From an optimization exercise on the open Yosys and OpenROAD flow, aimed at small area, a short achievable clock period and few clock cycles; shortcuts taken in it are not production practice.
Function was checked by simulation only, so behaviour that the tests miss may differ from the original.

<file path="flow/run.sh">
#!/bin/bash
# synth_recipe.tcl (not shown) runs the flow's synth.tcl, then flattens the netlist and writes it again
# the make line also repeats each setting of config.mk as NAME=value (left out here)
make -C /OpenROAD-flow-scripts/flow DESIGN_CONFIG=/design/flow/config.mk WORK_HOME=/design/flow/orfs CLKGATE_MAP_FILE= SYNTH_SCRIPT=/design/flow/synth_recipe.tcl finish
</file>
<file path="flow/config.mk">
export PLATFORM = sky130hd
export DESIGN_NAME = rast_top
export DESIGN_NICKNAME = rast_top
export VERILOG_FILES = /design/flow/design.v
export SDC_FILE = /design/flow/constraint.sdc
export NUM_CORES = 4
export LEC_CHECK = 0
export CAP_MARGIN = 20
export CORE_MARGIN = 2
export CORE_UTILIZATION = 40
export SLEW_MARGIN = 20
</file>
<file path="flow/constraint.sdc">
create_clock -name core_clock -period 9.0 [get_ports {clk}]
set_input_delay 1.8000 -clock core_clock [delete_from_list [all_inputs] [get_ports {clk}]]
set_output_delay 1.8000 -clock core_clock [all_outputs]
set_load 0.01 [all_outputs]
</file>
<file path="flow/design.v">
package rast_pkg;
    localparam int SIGFIG = 16;
    localparam int RADIX  = 4;
    localparam int COLOR_BITS = 8;
    localparam int NUM_COLORS = 3;    
    typedef logic signed [SIGFIG-1:0] coord_t;
    typedef logic [COLOR_BITS-1:0] color_t;
    typedef logic signed [2*SIGFIG-1:0] edge_t;
    typedef logic [1:0] sub_code_t;
endpackage
`timescale 1ns/10ps
module rast_top (
    input  logic        clk,
    input  logic        arst_n,
    input  logic        tri_valid,
    input  logic [47:0] tri_x,
    input  logic [47:0] tri_y,
    input  logic [23:0] tri_color,
    input  logic [15:0] screen_w,
    input  logic [15:0] screen_h,
    input  logic [1:0]  sub_sample,
    output logic        halt,
    output logic        hit_valid,
    output logic [15:0] hit_x,
    output logic [15:0] hit_y,
    output logic [23:0] hit_color
);
    logic [1:0]  sub_q;
    logic [12:0] swm_q, shm_q;         
    logic [3:0]  lowm;                 
    always_comb begin
        case (sub_sample)
            2'd0:    lowm = 4'b1111;
            2'd1:    lowm = 4'b0111;
            2'd2:    lowm = 4'b0011;
            default: lowm = 4'b0001;
        endcase
    end
    always_ff @(posedge clk) begin
        sub_q <= sub_sample;
        swm_q <= screen_w[12:0] & ~{9'd0, lowm};
        shm_q <= screen_h[12:0] & ~{9'd0, lowm};
    end
    logic [12:0] step_s;               
    logic [12:0] step_8s;              
    logic [13:0] mask_m;               
    always_comb begin
        case (sub_q)
            2'd0:    begin step_s = 13'd16; step_8s = 13'd128; mask_m = 14'h3ff0; end
            2'd1:    begin step_s = 13'd8;  step_8s = 13'd64;  mask_m = 14'h3ff8; end
            2'd2:    begin step_s = 13'd4;  step_8s = 13'd32;  mask_m = 14'h3ffc; end
            default: begin step_s = 13'd2;  step_8s = 13'd16;  mask_m = 14'h3ffe; end
        endcase
    end
    localparam logic [1:0] ST_BOX = 2'd0, ST_DXY = 2'd1, ST_MUL = 2'd2, ST_DONE = 2'd3;
    logic        in_v;
    logic [1:0]  st;
    logic signed [14:0] vx [3];        
    logic signed [14:0] vy [3];
    logic [23:0] in_col;
    logic [12:0] bx, by;               
    logic signed [13:0] bxm, bym;      
    logic [2:0]  kidx;                 
    logic signed [29:0] acc [3];       
    logic        take, in_free, w_accept;
    assign halt = in_v;
    assign take = tri_valid && !in_v;
    logic signed [13:0] tx [3], ty [3];
    logic signed [13:0] xlo, xhi, ylo, yhi;
    logic signed [13:0] xlo_s, xhi_s, ylo_s, yhi_s;
    logic        cull_box;
    function automatic logic signed [13:0] min3(input logic signed [13:0] a, b, c);
        logic ab, ac, bc;
        ab = a <= b; ac = a <= c; bc = b <= c;
        if (ab && ac)       min3 = a;
        else if (!ab && bc) min3 = b;
        else                min3 = c;
    endfunction
    function automatic logic signed [13:0] max3(input logic signed [13:0] a, b, c);
        logic ab, ac, bc;
        ab = a >= b; ac = a >= c; bc = b >= c;
        if (ab && ac)       max3 = a;
        else if (!ab && bc) max3 = b;
        else                max3 = c;
    endfunction
    always_comb begin
        for (int i = 0; i < 3; i++) begin
            tx[i] = vx[i][13:0];
            ty[i] = vy[i][13:0];
        end
        xlo = min3(tx[0], tx[1], tx[2]);
        xhi = max3(tx[0], tx[1], tx[2]);
        ylo = min3(ty[0], ty[1], ty[2]);
        yhi = max3(ty[0], ty[1], ty[2]);
        xlo_s = xlo & mask_m;
        xhi_s = xhi & mask_m;
        ylo_s = ylo & mask_m;
        yhi_s = yhi & mask_m;
        cull_box = (xhi_s < 0) || (yhi_s < 0) ||
                   (xlo_s > signed'({1'b0, swm_q})) || (ylo_s > signed'({1'b0, shm_q}));
    end
    logic signed [14:0] dxn [3], dyn [3];
    logic [2:0]  kstart;
    always_comb begin
        for (int i = 0; i < 3; i++) begin
            dxn[i] = vx[i] - signed'({2'b00, bx});
            dyn[i] = vy[i] - signed'({2'b00, by});
        end
        kstart = 3'd0;
        for (int k = 1; k < 8; k++) begin
            for (int i = 0; i < 3; i++) begin
                logic [15:0] d16;
                d16 = {dxn[i][14], dxn[i]};
                if (!(d16[2*k+1] == d16[2*k] && d16[2*k] == d16[2*k-1])) kstart = 3'(k);
            end
        end
    end
    logic [2:0] dig [3];
    always_comb begin
        for (int i = 0; i < 3; i++) begin
            logic [16:0] d17;
            d17 = {vx[i][14], vx[i], 1'b0};
            dig[i] = d17[2*kidx +: 3];
        end
    end
    function automatic logic signed [16:0] booth(input logic [2:0] d, input logic signed [14:0] m);
        logic signed [16:0] m1, m2;
        m1 = {{2{m[14]}}, m};
        m2 = {m[14], m, 1'b0};
        case (d)
            3'b001, 3'b010: booth = m1;
            3'b011:         booth = m2;
            3'b100:         booth = -m2;
            3'b101, 3'b110: booth = -m1;
            default:        booth = 17'sd0;
        endcase
    endfunction
    logic signed [29:0] acc_n [3];
    always_comb begin
        acc_n[0] = (acc[0] <<< 2) + 30'(booth(dig[0], vy[1])) - 30'(booth(dig[1], vy[0]));
        acc_n[1] = (acc[1] <<< 2) + 30'(booth(dig[2], vy[1])) - 30'(booth(dig[1], vy[2]));
        acc_n[2] = (acc[2] <<< 2) + 30'(booth(dig[2], vy[0])) - 30'(booth(dig[0], vy[2]));
    end
    assign in_free = in_v && ((st == ST_BOX && cull_box) ||
                              (st == ST_DXY && ((signed'({1'b0, bx}) > bxm) || (signed'({1'b0, by}) > bym))) ||
                              (st == ST_DONE && w_accept));
    always_ff @(posedge clk or negedge arst_n) begin
        if (!arst_n) begin
            in_v <= 1'b0;
            st   <= ST_BOX;
        end else begin
            if (take) begin
                in_v <= 1'b1;
                st   <= ST_BOX;
            end else if (in_free) begin
                in_v <= 1'b0;
                st   <= ST_BOX;
            end else if (in_v) begin
                case (st)
                    ST_BOX:  st <= ST_DXY;
                    ST_DXY:  st <= ST_MUL;
                    ST_MUL:  if (kidx == 3'd0) st <= ST_DONE;
                    default: ;
                endcase
            end
        end
    end
    always_ff @(posedge clk) begin
        if (take) begin
            for (int i = 0; i < 3; i++) begin
                vx[i] <= 15'(signed'(tri_x[16*i +: 14]));
                vy[i] <= 15'(signed'(tri_y[16*i +: 14]));
            end
            in_col <= tri_color;
        end else if (in_v && st == ST_DXY) begin
            for (int i = 0; i < 3; i++) begin
                vx[i] <= dxn[i];
                vy[i] <= dyn[i];
            end
        end
        if (in_v && st == ST_BOX) begin
            bx  <= (xlo_s < 0) ? 13'd0 : 13'(xlo_s);
            by  <= (ylo_s < 0) ? 13'd0 : 13'(ylo_s);
            bxm <= (xhi_s > signed'({1'b0, swm_q})) ? signed'({1'b0, swm_q}) : xhi_s;
            bym <= (yhi_s > signed'({1'b0, shm_q})) ? signed'({1'b0, shm_q}) : yhi_s;
        end
        if (in_v && st == ST_DXY) begin
            kidx <= kstart;
            for (int i = 0; i < 3; i++) acc[i] <= '0;
        end else if (in_v && st == ST_MUL) begin
            kidx <= kidx - 3'd1;
            for (int i = 0; i < 3; i++) acc[i] <= acc_n[i];
        end
    end
    logic signed [28:0] e_ld [3];
    logic signed [29:0] ef [3];
    logic signed [14:0] a_ld [3], b_ld [3];
    logic [12:0] wsamp;
    logic        bf_ld;
    logic signed [31:0] area2;
    always_comb begin
        ef[0] = acc[0];
        ef[1] = ~acc[1];               
        ef[2] = acc[2];
        for (int i = 0; i < 3; i++) begin
            case (sub_q)
                2'd0:    e_ld[i] = 29'(ef[i] >>> 4);
                2'd1:    e_ld[i] = 29'(ef[i] >>> 3);
                2'd2:    e_ld[i] = 29'(ef[i] >>> 2);
                default: e_ld[i] = 29'(ef[i] >>> 1);
            endcase
        end
        a_ld[0] = vy[0] - vy[1]; b_ld[0] = vx[1] - vx[0];
        a_ld[1] = vy[1] - vy[2]; b_ld[1] = vx[2] - vx[1];
        a_ld[2] = vy[2] - vy[0]; b_ld[2] = vx[0] - vx[2];
        case (sub_q)
            2'd0:    wsamp = (13'(bxm) - bx) >> 4;
            2'd1:    wsamp = (13'(bxm) - bx) >> 3;
            2'd2:    wsamp = (13'(bxm) - bx) >> 2;
            default: wsamp = (13'(bxm) - bx) >> 1;
        endcase
        area2 = 32'(acc[0]) - 32'(acc[1]) + 32'(acc[2]);
        bf_ld = area2 <= 0;
    end
    logic        w_v, w_bf, w_dir, w_rf;
    logic signed [28:0] w_e [3];
    logic signed [14:0] w_a [3], w_b [3];
    logic [12:0] w_xc, w_y, w_ym;
    logic [9:0]  w_c, w_cl;
    logic [2:0]  w_wl;
    logic [23:0] w_col;
    logic        stall;
    logic        w_rowend, w_last, w_adv;
    logic [7:0]  w_mask;
    assign w_rowend = w_dir ? (w_c == 10'd0) : (w_c == w_cl);
    assign w_last   = w_rowend && (w_y == w_ym);
    assign w_adv    = w_v && !w_bf && !stall;
    assign w_accept = !stall && (!w_v || w_bf || w_last);
    always_comb begin
        logic [7:0] m;
        m = 8'hff;
        for (int i = 0; i < 3; i++) begin
            logic signed [17:0] ka [8];
            logic inr;
            ka[0] = 18'sd0;
            ka[1] = 18'(w_a[i]);
            ka[2] = 18'(w_a[i]) <<< 1;
            ka[3] = 18'(w_a[i]) + (18'(w_a[i]) <<< 1);
            ka[4] = 18'(w_a[i]) <<< 2;
            ka[5] = 18'(w_a[i]) + (18'(w_a[i]) <<< 2);
            ka[6] = (18'(w_a[i]) <<< 1) + (18'(w_a[i]) <<< 2);
            ka[7] = (18'(w_a[i]) <<< 3) - 18'(w_a[i]);
            inr = (w_e[i][28:17] == 12'h000) || (w_e[i][28:17] == 12'hfff);
            for (int k = 0; k < 8; k++) begin
                logic signed [18:0] sum;
                sum = 19'(signed'(w_e[i][17:0])) + 19'(ka[k]);
                if (inr) m[k] = m[k] & !sum[18];
                else     m[k] = m[k] & !w_e[i][28];
            end
        end
        for (int k = 0; k < 8; k++)
            if (w_c == w_cl && 3'(k) > w_wl) m[k] = 1'b0;
        w_mask = m;
    end
    always_ff @(posedge clk or negedge arst_n) begin
        if (!arst_n) begin
            w_v <= 1'b0;
        end else if (in_v && st == ST_DONE && w_accept) begin
            w_v <= 1'b1;
        end else if (w_accept) begin
            w_v <= 1'b0;
        end
    end
    always_ff @(posedge clk) begin
        if (in_v && st == ST_DONE && w_accept) begin
            for (int i = 0; i < 3; i++) begin
                w_e[i] <= e_ld[i];
                w_a[i] <= a_ld[i];
                w_b[i] <= b_ld[i];
            end
            w_bf  <= bf_ld;
            w_xc  <= bx;
            w_y   <= by;
            w_ym  <= 13'(bym);
            w_c   <= 10'd0;
            w_cl  <= wsamp[12:3];
            w_wl  <= wsamp[2:0];
            w_dir <= 1'b0;
            w_rf  <= 1'b1;
            w_col <= in_col;
        end else if (w_adv) begin
            if (w_rowend) begin
                for (int i = 0; i < 3; i++) w_e[i] <= w_e[i] + 29'(w_b[i]);
                w_y   <= w_y + step_s;
                w_dir <= !w_dir;
                w_rf  <= 1'b1;
            end else begin
                for (int i = 0; i < 3; i++)
                    w_e[i] <= w_dir ? w_e[i] - (29'(w_a[i]) <<< 3) : w_e[i] + (29'(w_a[i]) <<< 3);
                w_xc <= w_dir ? w_xc - step_8s : w_xc + step_8s;
                w_c  <= w_dir ? w_c - 10'd1 : w_c + 10'd1;
                w_rf <= 1'b0;
            end
        end
    end
    logic        p_v, p_dir, p_rf, p_rl, p_has;
    logic [7:0]  p_mask;
    logic [12:0] p_xc, p_y, p_f, p_l;
    logic [23:0] p_col;
    logic        p_any, p_has_eff, p_has_n, p_push;
    logic [2:0]  p_kf, p_kl;
    logic [12:0] p_xf, p_xl, p_f_n, p_l_n;
    always_comb begin
        p_any = |p_mask;
        p_kf = 3'd0;
        for (int k = 7; k >= 0; k--) if (p_mask[k]) p_kf = 3'(k);
        p_kl = 3'd0;
        for (int k = 0; k < 8; k++) if (p_mask[k]) p_kl = 3'(k);
        case (sub_q)
            2'd0:    begin p_xf = p_xc + {6'd0, p_kf, 4'd0}; p_xl = p_xc + {6'd0, p_kl, 4'd0}; end
            2'd1:    begin p_xf = p_xc + {7'd0, p_kf, 3'd0}; p_xl = p_xc + {7'd0, p_kl, 3'd0}; end
            2'd2:    begin p_xf = p_xc + {8'd0, p_kf, 2'd0}; p_xl = p_xc + {8'd0, p_kl, 2'd0}; end
            default: begin p_xf = p_xc + {9'd0, p_kf, 1'd0}; p_xl = p_xc + {9'd0, p_kl, 1'd0}; end
        endcase
        p_has_eff = p_rf ? 1'b0 : p_has;
        p_f_n = (p_any && !(!p_dir && p_has_eff)) ? p_xf : p_f;
        p_l_n = (p_any && !(p_dir && p_has_eff)) ? p_xl : p_l;
        p_has_n = p_has_eff || p_any;
        p_push = p_v && p_rl && p_has_n;
    end
    logic        s_v;
    logic [12:0] s_f, s_l, s_y;
    logic [23:0] s_col;
    logic        em_v, em_last, em_take;
    logic [12:0] em_x, em_l, em_y;
    logic [23:0] em_col;
    assign em_last = em_x == em_l;
    assign em_take = s_v && (!em_v || em_last);
    assign stall   = p_push && s_v && !em_take;
    always_ff @(posedge clk or negedge arst_n) begin
        if (!arst_n) begin
            p_v <= 1'b0;
        end else if (!stall) begin
            p_v <= w_adv;
        end
    end
    always_ff @(posedge clk) begin
        if (!stall) begin
            if (w_adv) begin
                p_mask <= w_mask;
                p_xc   <= w_xc;
                p_y    <= w_y;
                p_dir  <= w_dir;
                p_rf   <= w_rf;
                p_rl   <= w_rowend;
                p_col  <= w_col;
            end
            if (p_v) begin
                p_f   <= p_f_n;
                p_l   <= p_l_n;
                p_has <= p_has_n;
            end
        end
    end
    always_ff @(posedge clk or negedge arst_n) begin
        if (!arst_n) begin
            s_v  <= 1'b0;
            em_v <= 1'b0;
        end else begin
            if (p_push && !stall) s_v <= 1'b1;
            else if (em_take)     s_v <= 1'b0;
            if (em_take)          em_v <= 1'b1;
            else if (em_last)     em_v <= 1'b0;
        end
    end
    always_ff @(posedge clk) begin
        if (p_push && !stall) begin
            s_f   <= p_f_n;
            s_l   <= p_l_n;
            s_y   <= p_y;
            s_col <= p_col;
        end
        if (em_take) begin
            em_x   <= s_f;
            em_l   <= s_l;
            em_y   <= s_y;
            em_col <= s_col;
        end else if (em_v) begin
            em_x <= em_x + step_s;
        end
    end
    assign hit_valid = em_v;
    assign hit_x     = {3'd0, em_x};
    assign hit_y     = {3'd0, em_y};
    assign hit_color = em_col;
endmodule
</file>
==> notes.md <==
through the flow:
step	util (%)	instances	hold WS, ns	worst slack, ns
finish	44.3	11400	0.403	1.25
CTS	44.3	11300	0.399	1.44
floorplan	-	8631	0.400	3.14
global route	44.3	11300	0.401	1.01
global placement	42.7	11200	0.401	1.59
detailed placement	42.7	11200	0.405	1.46
synth_stat cells (26+ instances only):
cell	n	area, µm²
sky130_fd_sc_hd__ha_1	983	12300
sky130_fd_sc_hd__inv_1	724	2720
sky130_fd_sc_hd__a21oi_1	705	3530
sky130_fd_sc_hd__nor2_1	695	2610
sky130_fd_sc_hd__nand2_1	646	2420
sky130_fd_sc_hd__edfxtp_1	628	18900
sky130_fd_sc_hd__o21ai_0	545	2730
sky130_fd_sc_hd__xnor2_1	377	3300
sky130_fd_sc_hd__fa_1	270	5410
sky130_fd_sc_hd__a21o_1	245	1840
sky130_fd_sc_hd__clkbuf_1	222	833
sky130_fd_sc_hd__xor2_1	176	1540
sky130_fd_sc_hd__nor3_1	155	776
sky130_fd_sc_hd__nand3_1	136	681
sky130_fd_sc_hd__dfxtp_1	128	2560
sky130_fd_sc_hd__a211oi_1	124	931
sky130_fd_sc_hd__nor2b_1	120	751
sky130_fd_sc_hd__o21a_1	115	863
sky130_fd_sc_hd__nand2b_1	83	519
sky130_fd_sc_hd__a31oi_1	82	513
sky130_fd_sc_hd__mux2i_1	75	751
sky130_fd_sc_hd__nand4_1	75	469
sky130_fd_sc_hd__and2_1	68	425
sky130_fd_sc_hd__mux4_2	66	1490
sky130_fd_sc_hd__o211ai_1	63	473
sky130_fd_sc_hd__o22ai_1	62	388
sky130_fd_sc_hd__o31ai_1	60	450
sky130_fd_sc_hd__and3_1	57	357
sky130_fd_sc_hd__nor4_1	55	344
sky130_fd_sc_hd__a221oi_1	50	438
sky130_fd_sc_hd__a21boi_0	48	360
sky130_fd_sc_hd__a22oi_1	45	338
sky130_fd_sc_hd__o21bai_1	42	315
sky130_fd_sc_hd__buf_1	38	143
sky130_fd_sc_hd__o21ai_1	34	170
sky130_fd_sc_hd__or3_1	33	206
sky130_fd_sc_hd__a211o_1	28	245
sky130_fd_sc_hd__or2_2	27	169
sky130_fd_sc_hd__buf_2	26	130
placed cells by master, fill, tap and decap left out, drive strengths merged, types with 63 or more instances in the layout:
cell and instances:
edfxtp 628, xor2 176, fa 270, a21o 245, xnor2 378, a21oi 709, nor2 698, inv 739
nand4 75, and2 70, nor2b 120, clkdlybuf4s50 187, nand3 136, clkbuf 128, o21ai 580, o211ai 63
nand2 647, o21a 115, nand2b 83, ha 983, mux2i 78, nor3 161, mux4 66, buf 114
a31oi 82, dfxtp 128, a211oi 128
critical path, cell delays in order (launching register included):
cell and delay [ns]:
sky130_fd_sc_hd__edfxtp_1 1.05, sky130_fd_sc_hd__mux2i_1 0.24, sky130_fd_sc_hd__mux4_2 0.76, sky130_fd_sc_hd__and2_2 0.43, sky130_fd_sc_hd__nor2_1 0.91, sky130_fd_sc_hd__a22oi_1 0.13
sky130_fd_sc_hd__o21ai_0 0.57, sky130_fd_sc_hd__fa_1 0.52, sky130_fd_sc_hd__inv_1 0.07, sky130_fd_sc_hd__ha_1 0.28, sky130_fd_sc_hd__nand2_1 0.08, sky130_fd_sc_hd__a2bb2oi_1 0.35
sky130_fd_sc_hd__a22oi_1 0.28, sky130_fd_sc_hd__a221oi_2 0.40, sky130_fd_sc_hd__o21bai_1 0.21, sky130_fd_sc_hd__o311a_1 0.40, sky130_fd_sc_hd__or4_1 0.41, sky130_fd_sc_hd__a31oi_1 0.23
sky130_fd_sc_hd__xor2_1 0.17, sky130_fd_sc_hd__o22ai_1 0.08
sequential cells by signal, indices dropped and copies added (netlist names), 24 cells and up:
signal	flops
acc	90
w_e	87
vx	45
vy	45
w_a	45
w_b	45
em_col	24
in_col	24
p_col	24
s_col	24
w_col	24
logic make-up after synthesis:
| family | Yosys count | synth area share, % |
|---|---|---|
| adder cells (fa/ha/maj) | 1253 | 22.6 |
| flip-flops | 763 | 27.6 |
| AO/OA/AOI/OAI | 2545 | 21.0 |
| other | 1 | 0.00479 |
| AND/OR/NAND/NOR | 2292 | 14.0 |
| buffers and inverters | 1033 | 5.08 |
| XOR/XNOR | 554 | 6.21 |
| multiplexers | 184 | 3.51 |
area by class of cell:
type                       instances  area [µm²]
antenna                            1        2.50
clock buffer                     128        2640
clock inverter                    47         504
fill                           18900      108000
inverter                         733        2760
multi-input combinational       6835       52800
sequential                       763       21600
tap                             2542        3180
timing repair buffer             301        2760
per-layer routing:
metal  vias up  share of wire (%)
met1     33100                 46
met3       470                6.9
met4         4                5.0
met5         -             0.0097
met2      2671                 43
li1      31800                  -
worst min-delay path by stage:
stage	from	to	slack, ns	cells after the start
final	w_col[21]$_DFFE_PP_	p_col[21]$_DFFE_PP_	0.40	0
after CTS	w_col[21]$_DFFE_PP_	p_col[21]$_DFFE_PP_	0.40	0
after global placement	s_col[22]$_DFFE_PP_	em_col[22]$_DFFE_PP_	0.40	0
after detailed placement	s_col[23]$_DFFE_PP_	em_col[23]$_DFFE_PP_	0.40	0
after floorplan	s_col[0]$_DFFE_PP_	em_col[0]$_DFFE_PP_	0.40	0
after global routing	in_col[17]$_DFFE_PP_	w_col[17]$_DFFE_PP_	0.40	0
==> reports/summary.txt <==
half-perimeter wire length after placement = 219 mm
total setup violations reported at the end of the flow = 0
Synth Register Bits = 763
grt ovf = 0
maximum number of pins on one net before global-route repair = 129
via density per instance = 5.99
startpoint of the worst setup timing path = kidx[1]$_DFFE_PP_
RSZ-0062 raised after global routing = false
Max Buffers Root-to-Sink = 3
status = timing/DRC/antenna clean
clock tree from TritonCTS = done
CP Capture Type = flop
post-cts repair resize count = 0
worst-case clock skew = 0.0794 ns
Mapped Area = 0.0782 mm²
Final Critical Period = 7.75 ns
Hold Crit Class = reg2reg
peak fanout along the critical path = 26
most crowded layer after global routing = met2
TNS Setup = 0 ns
DRC violations left = 0
fraction of synthesis flops using an asynchronous set or reset pin = 0.917%
TritonCTS buffer count = 93
WL/cell = 24.6 µm
Final Net Count = 10100
total number of vias = 68000
met1 usage in global routing = 39.4%
synth unique cells = 118
global routing met2 resource utilization = 41.3%
die footprint = 0.199 mm²
synthesized instance count = 8625
die span in y = 446 µm
post-route fraction of the period consumed by the critical path = 86.1%
GR Util met3 = 3.50%
Initial DRT Pass Iterations = 8
wire length of the first global-routing pass = 417 mm
Std-Cell Core Area = 0.195 mm²
clock tree root buffer cell = sky130_fd_sc_hd__clkbuf_16
number of enable-type register cells in the synthesized netlist = 628
fraction of layout cells with a size suffix above 1 = 5.40%
warning count from the yosys run = 20
violation count after the first detailed-route iteration = 6433
number of global-route vias before repair = 65200
cell area after placement = 0.0831 mm²
remaining number of nets flagged by the antenna check after routing = 0
last element of the critical path = acc[2][23]$_SDFFE_PP0P_
initial antenna violation count = 9
CTS HTree Levels = 3
actual slew at the worst max-slew pin = 1.28 ns
critical setup path kind = reg2reg
clock sink count = 763
synth-to-layout area growth = 10.2%
start of the worst register-to-register path = kidx[1]$_DFFE_PP_
row cnt = 162
Critical Path RT = 9.59 ns
prevailing post-synth register cell = sky130_fd_sc_hd__edfxtp_1
R2R depth = 19
minimum setup slack among reg-to-reg paths = 1.25 ns
gr usage total = 27.4%
clock insertion delay at the later pin of the skew report = 0.75 ns
fin. max-slew vios = 0
Fmax = 0.129 GHz
number of post-CTS setup repair buffers = 0
register clock-pin slew on the reported worst setup and hold paths = 0.06 ns
chip width = 446 µm
reg2reg end = acc[2][23]$_SDFFE_PP0P_
maxcap violations = 0
total I/O pin count = 215
startpoint kind of the worst setup timing path = flop
Post-CTS Hold Buffers = 0
Relative slew margins = 14.8%
Worst Path Arrival = 8.34 ns
number of buffers added on ports = 187
post-synthesis area per instance = 9.07 µm²
effective utilization at floorplan = 40.2%
sequential cell area fraction in the yosys report = 27.6%
global placement routability congestion = 1.07
Hold Vio Cnt, Final = 0
Total Wirelength = 279 mm
Non-Filler Cell Area, Final = 0.0863 mm²
Testbench counts, summed over its fixed seeds: cycles 18,829.

[afterwards: timing with drivers on the ports]
The results above use ideal ports. As a check the final layout listed here was re-extracted and re-timed, cells and wires unchanged. Step 1, drivers: a clkbuf_16 drives clk and a buf_2 each remaining input, both assumed. Step 2 times the ports against the registers' clock, not the clock port: input delays grow and output delays shrink by t, the midpoint of the rising clock arrivals with the driver on. Three values: ideal, step 1, step 2; two values: the first two.
t, ns: 0.797
slack for setup (ns): 1.253 / 1.253 / 1.253
clock arrival spread, ns: 0.080 / 0.080
After both steps this run still meets setup and hold. For this run, drivers alone change the setup slack by 0.000 ns; drivers and shift together by 0.000 ns.
